Background: an optimization exercise with open tools, aiming at small area. Do not read the settings as production practice. In this exercise RTL edits were held to simulation tests only and were not proved equivalent to the original. Power and IR drop assume default switching activity.

==> design/flow/design.v <==
package link_test_pkg;
   localparam int frame_bits   = 64;
   localparam int payload_bits = 48;
   localparam int k_bits       = 8;  
   localparam logic [15:0]           comma_word   = 16'h50bc;
   localparam logic [frame_bits-1:0] start_word   = {8{8'hfc}};
   localparam logic [frame_bits-1:0] bonding_word = {8'hdc, 8'hfb, 8'hfe, 8'h1c, 32'h9999_9999};
   localparam logic [k_bits-1:0]     start_k      = 8'hff;
   localparam logic [k_bits-1:0]     bonding_k    = 8'hf0;  
   localparam logic [k_bits-1:0]     payload_k    = 8'h01;  
   localparam int restart_period = 100;  
   localparam int period_bits    = $clog2(restart_period + 1);
   localparam logic [period_bits-1:0] last_index    = period_bits'(restart_period);
   localparam logic [period_bits-1:0] bonding_index = period_bits'(1);
   localparam logic [payload_bits-1:0] prbs_seed = payload_bits'(1);
   localparam int err_count_bits  = 32;
   localparam int good_count_bits = 42;
   typedef struct packed {
      logic [payload_bits-1:0] payload;
      logic [15:0]             comma;
   } payload_view_t;
   typedef union packed {
      logic [frame_bits-1:0] raw;
      payload_view_t         pl;
   } frame_word_u;
   typedef struct packed {
      frame_word_u       word;
      logic [k_bits-1:0] charisk;
   } frame_t;
   typedef struct packed {
      logic                       ready;
      logic [err_count_bits-1:0]  error_count;
      logic [good_count_bits-1:0] good_count;
   } lane_status_t;
endpackage
`timescale 1ns/100ps
module prbs_gen (
   input  logic                                 clock_async,
   input  logic                                 reset,
   input  logic                                 restart,
   input  logic                                 err_pulse,
   output logic [link_test_pkg::payload_bits-1:0] word,
   output logic                                 start
);
   logic [link_test_pkg::payload_bits-1:0] state;
   logic                                   in_restart;  
   logic                                   feedback;
   assign feedback = state[47] ^ state[46] ^ state[20] ^ state[19];
   always_ff @(posedge clock_async) begin
      if (reset || restart) begin
         state      <= link_test_pkg::prbs_seed;
         in_restart <= 1'b1;
      end else begin
         state      <= {state[46:0], feedback};  
         in_restart <= 1'b0;
      end
   end
   assign start = in_restart & ~restart;
   assign word = state ^ {{(link_test_pkg::payload_bits - 1){1'b0}}, err_pulse};
endmodule
`timescale 1ns/100ps
module tx_framer (
   input  logic                  clock_async,
   input  logic                  reset,
   input  logic                  err_pulse,
   output link_test_pkg::frame_t frame
);
   logic [link_test_pkg::period_bits-1:0]  frame_index;
   logic                                   wrap;
   logic                                   prbs_restart;
   logic [link_test_pkg::payload_bits-1:0] prbs_word;
   logic                                   prbs_start;
   assign wrap = (frame_index == link_test_pkg::last_index);
   always_ff @(posedge clock_async) begin
      if (reset || wrap)
         frame_index <= '0;
      else
         frame_index <= frame_index + 1'b1;
   end
   assign prbs_restart = reset | wrap;
   prbs_gen i_prbs (
      .clock_async (clock_async),
      .reset       (reset),
      .restart     (prbs_restart),
      .err_pulse   (err_pulse),
      .word        (prbs_word),
      .start       (prbs_start)
   );
   always_ff @(posedge clock_async) begin
      if (prbs_start) begin
         frame.word.raw <= link_test_pkg::start_word;
         frame.charisk  <= link_test_pkg::start_k;
      end else if (frame_index == link_test_pkg::bonding_index) begin
         frame.word.raw <= link_test_pkg::bonding_word;
         frame.charisk  <= link_test_pkg::bonding_k;
      end else begin
         frame.word.pl.payload <= prbs_word;
         frame.word.pl.comma   <= link_test_pkg::comma_word;
         frame.charisk         <= link_test_pkg::payload_k;
      end
   end
endmodule
`timescale 1ns/100ps
module lane_checker (
   input  logic                        clock_async,
   input  logic                        reset,
   input  logic                        clear_counts,
   input  link_test_pkg::frame_t       rx_frame,
   output link_test_pkg::lane_status_t status
);
   logic start_detect;
   logic bonding_detect;
   logic waiting_for_start;
   logic waiting_for_bonding;
   logic ready;
   link_test_pkg::frame_t                  rx_d;
   logic                                   restart_sequence;  
   logic                                   bonding_d;         
   logic                                   prbs_restart;
   logic [link_test_pkg::payload_bits-1:0] prbs_word;
   logic [link_test_pkg::frame_bits-1:0]   expected;
   logic                                   link_error;
   logic [link_test_pkg::err_count_bits-1:0]  error_count;
   logic [link_test_pkg::good_count_bits-1:0] good_count;
   logic                                      cnt_maxed;
   assign start_detect = (rx_frame.word.raw == link_test_pkg::start_word) &&
                         (rx_frame.charisk == link_test_pkg::start_k);
   assign bonding_detect = (rx_frame.word.raw == link_test_pkg::bonding_word) &&
                           (rx_frame.charisk == link_test_pkg::bonding_k);
   assign prbs_restart = waiting_for_start | start_detect;
   prbs_gen i_prbs (
      .clock_async (clock_async),
      .reset       (reset),
      .restart     (prbs_restart),
      .err_pulse   (1'b0),
      .word        (prbs_word),
      .start       ()
   );
   assign expected = {prbs_word, link_test_pkg::comma_word};
   always_ff @(posedge clock_async) begin
      rx_d <= rx_frame;
   end
   always_ff @(posedge clock_async) begin
      if (reset) begin
         waiting_for_start   <= 1'b1;
         waiting_for_bonding <= 1'b1;
         ready               <= 1'b0;
         restart_sequence    <= 1'b0;
         bonding_d           <= 1'b0;
         link_error          <= 1'b0;
      end else begin
         if (start_detect)
            waiting_for_start <= 1'b0;
         if (bonding_detect && !waiting_for_start)
            waiting_for_bonding <= 1'b0;
         if (bonding_detect)
            ready <= ~(waiting_for_start | waiting_for_bonding);
         restart_sequence <= start_detect;
         bonding_d        <= bonding_detect;
         link_error       <= ready && !restart_sequence && !bonding_d &&
                             (rx_d.word.raw != expected);
      end
   end
   assign cnt_maxed = (&error_count) | (&good_count);
   always_ff @(posedge clock_async) begin
      if (reset || clear_counts || !ready) begin
         error_count <= '0;
         good_count  <= '0;
      end else if (!cnt_maxed) begin
         if (link_error)
            error_count <= error_count + 1'b1;
         else
            good_count <= good_count + 1'b1;
      end
   end
   assign status.ready       = ready;
   assign status.error_count = error_count;
   assign status.good_count  = good_count;
endmodule
`timescale 1ns/100ps
module tester_controls (
   input  logic clock_async,
   input  logic reset,
   input  logic inj_err,
   input  logic cnt_clear,
   output logic err_pulse,
   output logic clear_counts
);
   logic [1:0] inj_sr;  
   always_ff @(posedge clock_async) begin
      if (reset) begin
         inj_sr       <= 2'b00;
         err_pulse    <= 1'b0;
         clear_counts <= 1'b0;
      end else begin
         inj_sr       <= {inj_sr[0], inj_err};
         err_pulse    <= (inj_sr == 2'b01);  
         clear_counts <= cnt_clear;
      end
   end
endmodule
`timescale 1ns/100ps
module prbs_link_tester (
   input  logic                        clock_async,
   input  logic                        reset,
   input  logic                        inj_err,
   input  logic                        cnt_clear,
   output logic [71:0]                 tx_frame0,
   output logic [71:0]                 tx_frame1,
   input  logic [71:0]                 rx_frame0,
   input  logic [71:0]                 rx_frame1,
   output logic [74:0]                 status0,
   output logic [74:0]                 status1
);
   link_test_pkg::frame_t       rx_lane0;
   link_test_pkg::frame_t       rx_lane1;
   link_test_pkg::lane_status_t status_lane0;
   link_test_pkg::lane_status_t status_lane1;
   assign rx_lane0 = rx_frame0;
   assign rx_lane1 = rx_frame1;
   assign status0  = status_lane0;
   assign status1  = status_lane1;
   logic                  err_pulse;
   logic                  clear_counts;
   link_test_pkg::frame_t tx_frame;
   tester_controls i_controls (
      .clock_async  (clock_async),
      .reset        (reset),
      .inj_err      (inj_err),
      .cnt_clear    (cnt_clear),
      .err_pulse    (err_pulse),
      .clear_counts (clear_counts)
   );
   tx_framer i_framer (
      .clock_async (clock_async),
      .reset       (reset),
      .err_pulse   (err_pulse),
      .frame       (tx_frame)
   );
   assign tx_frame0 = tx_frame;
   assign tx_frame1 = tx_frame;
   lane_checker i_lane0 (
      .clock_async  (clock_async),
      .reset        (reset),
      .clear_counts (clear_counts),
      .rx_frame     (rx_lane0),
      .status       (status_lane0)
   );
   lane_checker i_lane1 (
      .clock_async  (clock_async),
      .reset        (reset),
      .clear_counts (clear_counts),
      .rx_frame     (rx_lane1),
      .status       (status_lane1)
   );
endmodule
==> design/flow/run.sh <==
#!/bin/bash
# synth_recipe.tcl (not shown) runs the flow's synth.tcl, then flattens the netlist and writes it again
# the make line also repeats each setting of config.mk as NAME=value (left out here)
make -C /OpenROAD-flow-scripts/flow DESIGN_CONFIG=/design/flow/config.mk WORK_HOME=/design/flow/orfs CLKGATE_MAP_FILE= SYNTH_SCRIPT=/design/flow/synth_recipe.tcl finish
==> design/flow/config.mk <==
export PLATFORM = sky130hd
export DESIGN_NAME = prbs_link_tester
export DESIGN_NICKNAME = prbs_link_tester
export VERILOG_FILES = /design/flow/design.v
export SDC_FILE = /design/flow/constraint.sdc
export NUM_CORES = 4
export LEC_CHECK = 0
export CAP_MARGIN = 20
export CORE_MARGIN = 2
export CORE_UTILIZATION = 40
export SLEW_MARGIN = 20
==> design/flow/constraint.sdc <==
create_clock -name core_clock -period 4.0 [get_ports {clock_async}]
set_input_delay 0.8000 -clock core_clock [delete_from_list [all_inputs] [get_ports {clock_async}]]
set_output_delay 0.8000 -clock core_clock [all_outputs]
set_load 0.01 [all_outputs]
==> notes.md <==
==> metrics by stage <==
step | hold WS (ns) | instance area, sq um | instances | total power [mW] | util [%]
after floorplan | 0.367 | 18600 | 1882 | 5.51 | -
after global placement | 0.378 | 22900 | 2771 | 5.87 | 50.1
after detailed placement | 0.375 | 22900 | 2771 | 5.87 | 50.1
after CTS | 0.383 | 24600 | 2862 | 10.7 | 53.9
after global routing | 0.404 | 24600 | 2862 | 10.9 | 53.9
final | 0.382 | 24600 | 2862 | 10.5 | 53.9
==> layout by cell type (no fill, tap or decap), types with 48 or more instances in the layout <==
cell                              instances
sky130_fd_sc_hd__or3_1                   48
sky130_fd_sc_hd__nand3_1                 80
sky130_fd_sc_hd__nand4_1                 95
sky130_fd_sc_hd__clkbuf_16               51
sky130_fd_sc_hd__clkdlybuf4s50_1        429
sky130_fd_sc_hd__xor2_1                 152
sky130_fd_sc_hd__dfxtp_1                496
sky130_fd_sc_hd__and2_1                 150
sky130_fd_sc_hd__nand2_1                120
sky130_fd_sc_hd__nor4_1                  57
sky130_fd_sc_hd__xnor2_1                 51
sky130_fd_sc_hd__nor2_1                 142
==> final cells by class <==
type | instances | area, sq um
fillers | 4031 | 21000
multi-input cells | 1213 | 7680
clock buffers | 73 | 1500
well taps | 600 | 751
flip-flops and latches | 496 | 9930
repair buffers | 448 | 4440
clock inverters | 18 | 224
inverters | 14 | 52.6
==> state kept, by name, indices dropped and copies added (netlist names), 2 cells and up <==
register	flops
i_lane1.rx_d	64
i_lane0.good_count	42
i_lane0.rx_d	64
i_lane0.error_count	32
i_framer.i_prbs.state	48
i_lane1.error_count	32
i_lane1.good_count	42
i_controls.inj_sr	2
i_lane0.i_prbs.state	48
i_lane1.i_prbs.state	48
i_framer.frame_index	7
i_framer.frame	52
==> logic make-up after synthesis <==
logic type | count (synthesis)
AOI/OAI and AO/OA | 96
xor gates and xnor gates | 203
adders and majority gates | 7
buffers and inverters | 173
DFF | 496
muxes | 5
other | 2
and+or+nand+nor | 890
==> path summary, 6_finish.rpt <==
kind / from / to / slack, ns / cells after the start
setup / recovery: i_lane1.good_count[0] / i_lane1.error_count[7] / 1.01 / 7
hold / removal: i_controls.inj_sr[1] / i_controls.err_pulse / 0.38 / 1
setup reg to reg: i_lane1.good_count[0] / i_lane1.error_count[7] / 1.01 / 7
hold reg to reg: i_controls.inj_sr[1] / i_controls.err_pulse / 0.38 / 1
==> per-layer routing <==
metal / part of all wire [%] / wire length (um)
met3: 5.4 / 2710
met5: 0 / 0
met1: 45 / 22800
met2: 47 / 23600
met4: 2.1 / 1050
==> power by group through the flow <==
| stage | clock [mW] | sequential, mW | combinational (mW) |
|---|---|---|---|
| 6_report | 4.78 | 5.14 | 0.616 |
| 5_1_grt | 5.12 | 5.15 | 0.661 |
| 4_1_cts | 4.91 | 5.14 | 0.621 |
| 3_5_place_dp | 0 | 5.25 | 0.619 |
| 3_3_place_gp | 0 | 5.25 | 0.617 |
| 2_1_floorplan | 0 | 5.25 | 0.258 |
==> worst max-delay path: stages, from the launching register on <==
cell and delay (ns):
sky130_fd_sc_hd__dfxtp_1 0.39, sky130_fd_sc_hd__ha_1 0.26, sky130_fd_sc_hd__nand3_1 0.17, sky130_fd_sc_hd__nor4_2 0.72, sky130_fd_sc_hd__a41oi_2 0.64, sky130_fd_sc_hd__nand2_1 0.46, sky130_fd_sc_hd__or4_1 0.16, sky130_fd_sc_hd__o21ai_0 0.07
==> results.rst <==
.. list-table::
   :header-rows: 1

   * - Metric
     - Value
   * - Max-cap check violation count
     - 0
   * - GR Util met3
     - 3.60%
   * - Combinational cell fraction of total power
     - under 10%
   * - Fraction of final layout cells with drive strength greater than 1
     - 5.70%
   * - Critical path endpoint category
     - flip-flop
   * - DR vias/cell
     - between 5 and 6
   * - Result of the run
     - finished clean
   * - Worst clock skew
     - 0.0193 ns
   * - Minimum setup slack in the final design
     - 1.01 ns
   * - Worst slew margin relative to its limit
     - approximately a third
   * - Final setup vio count
     - 0
   * - Arr. time, crit path
     - around 3.5 ns
   * - Class of the worst hold path
     - reg -> reg
   * - Post-synth EDFFs
     - 0
   * - Count of pins on the block boundary
     - between 400 and 500
   * - CTS-repair resized insts
     - 0
   * - Number of nets at the end of the flow
     - 2,379
   * - Ratio of final minimum period to clock period
     - about three quarters
   * - Arithmetic-cell share of the synthesized area counting full adders, half adders and majority gates
     - 0.471%
   * - Count of hold-fix buffers inserted at cts
     - 0
   * - Final TNS setup
     - 0 ns
   * - GR Util met2
     - 33.9%
   * - Initial antenna violation count
     - 1
   * - Gate count of the mapped netlist
     - 1,872
   * - Part of the power in the clock network
     - about 45%
   * - Average instance area after synthesis
     - ~9.9 sq um
   * - Measured slew at the worst slew-check pin
     - 0.988 ns
   * - Synth top area share
     - 53.4%
   * - Sequential cell area fraction in the yosys report
     - 53.4%
   * - Worst slack, placed
     - 0.433 ns
   * - Final wirelength
     - 50,100 um
   * - Switching power
     - 2.29 mW
   * - Routing layer with the top usage in global route
     - met2
   * - Cell area after synthesis
     - 0.0186 sq mm
   * - Port Buffer Count
     - 429
   * - Fin. max-slew vios
     - 0
   * - Async set or reset register ratio after synthesis
     - 0%
   * - DP Wirelength
     - 37,400 um
   * - Share of cell area taken by muxes after synthesis
     - 0.269%
   * - Sw Share
     - 21.7%
   * - Antenna diode count
     - 0
   * - Pin count of the biggest net entering global routing
     - 51
   * - Horizontal die dimension
     - 220 um
   * - Max IR drop VDD
     - 325 uV
   * - Register bit total from synthesis
     - 496
   * - Effective utilization at floorplan
     - 40.8%
   * - Total overflow reported by the global router
     - 0
   * - Die span in y
     - approximately 220 um
   * - Synth top area cells
     - sky130_fd_sc_hd__dfxtp_1 53%, sky130_fd_sc_hd__xor2_1 7.2%, sky130_fd_sc_hd__and2_1 5.1%
   * - Worst-skew pair later-pin latency
     - 0.60 ns
   * - Total vias in the final route
     - about 15,000
   * - Start-to-end type of the worst setup path
     - reg -> reg
   * - Via count of the first global-routing pass
     - 13,900
   * - Total power density per cell area
     - 429 mW/mm^2
   * - GRT Resource Usage Total
     - 20.2%
   * - Most common cell in the synthesized netlist
     - sky130_fd_sc_hd__dfxtp_1
   * - Pint
     - roughly 8.3 mW
   * - Synth warn
     - 4
   * - Number of sinks on the clock net
     - 496
   * - Clock root buffer
     - sky130_fd_sc_hd__clkbuf_16
   * - Post-route DRC violation count
     - 0
   * - Min cycle time layout
     - 2.99 ns
   * - Combinational family with the most area after synthesis
     - simple AND/OR/NAND/NOR gates
   * - Fin. Hold Viols
     - 0
   * - Violation count after the first detailed-routing iteration
     - 835
   * - Number of antenna-violating nets in the routed design
     - 0
   * - Die area
     - 0.0482 sq mm
   * - Synth-to-layout area growth
     - 32.3%
   * - Clock slew at reported path FFs
     - 0.06 ns
   * - Unrepaired setup endpoints after global routing
     - no
   * - Iteration count of the initial detailed-routing pass
     - 6
   * - Total number of H-tree levels
     - 2
   * - Post-synthesis share of cell area spent on xor and xnor gates
     - under 10%
   * - Worst Setup Start Kind
     - flip-flop
   * - Main flop type after synthesis
     - sky130_fd_sc_hd__dfxtp_1
   * - Total leakage power
     - 9.03 nW
   * - CP max FO
     - 17
   * - Sequential share of power
     - ~50%
   * - Number of clock buffers inserted by TritonCTS
     - slightly above 50
   * - Synthesized-area fraction occupied by ao, oa, aoi and oai cells
     - 3.33%
   * - Worst path required time
     - between 4 and 5 ns
   * - Simple-Gate Fraction of Synth Area
     - 27.4%
   * - CTS tree
     - done
   * - Average routed wire per standard cell
     - 17.5 um
   * - Met1 layer usage reported by global route
     - a little over a quarter
   * - CTS max path bufs
     - 3
   * - First-pass GRT wire length
     - 77,000 um
   * - Core box area
     - 0.0456 sq mm
   * - FP Rows
     - 78
   * - Number of library cell types mapped by synthesis
     - 58
   * - Fmax
     - approximately 330 MHz
   * - Final RePlAce weighted congestion
     - around 0.85
   * - Yosys top cell by area
     - sky130_fd_sc_hd__dfxtp_1
   * - Top cells by count, synth
     - 496 x sky130_fd_sc_hd__dfxtp_1, 152 x sky130_fd_sc_hd__xor2_1, 150 x sky130_fd_sc_hd__and2_1, 142 x sky130_fd_sc_hd__nor2_1, 120 x sky130_fd_sc_hd__nand2_1
   * - Count of buffers added by post-CTS timing repair for setup
     - 0

-- re-timing with driven ports --
The results above use ideal ports. As a check the final layout listed here was re-extracted and re-timed, cells and wires unchanged.
Step 1 assumes that a clkbuf_16 drives the clock port and a buf_2 every other input.
Step 2, shift: input delay + t, output delay - t, t = (earliest + latest rising clock arrival at the registers) / 2. This alone moves slack from input paths to output paths.
Three values: no drivers, after step 1, after step 2; two values: the first two.
shift t [ns]: 0.648
slack for setup (ns): 1.008 / 1.008 / 0.418
worst hold slack (ns): 0.382 / 0.382 / 0.382
After both steps this run still meets setup and hold. For this run, drivers alone change the setup slack by 0.000 ns; drivers and shift together by -0.590 ns.
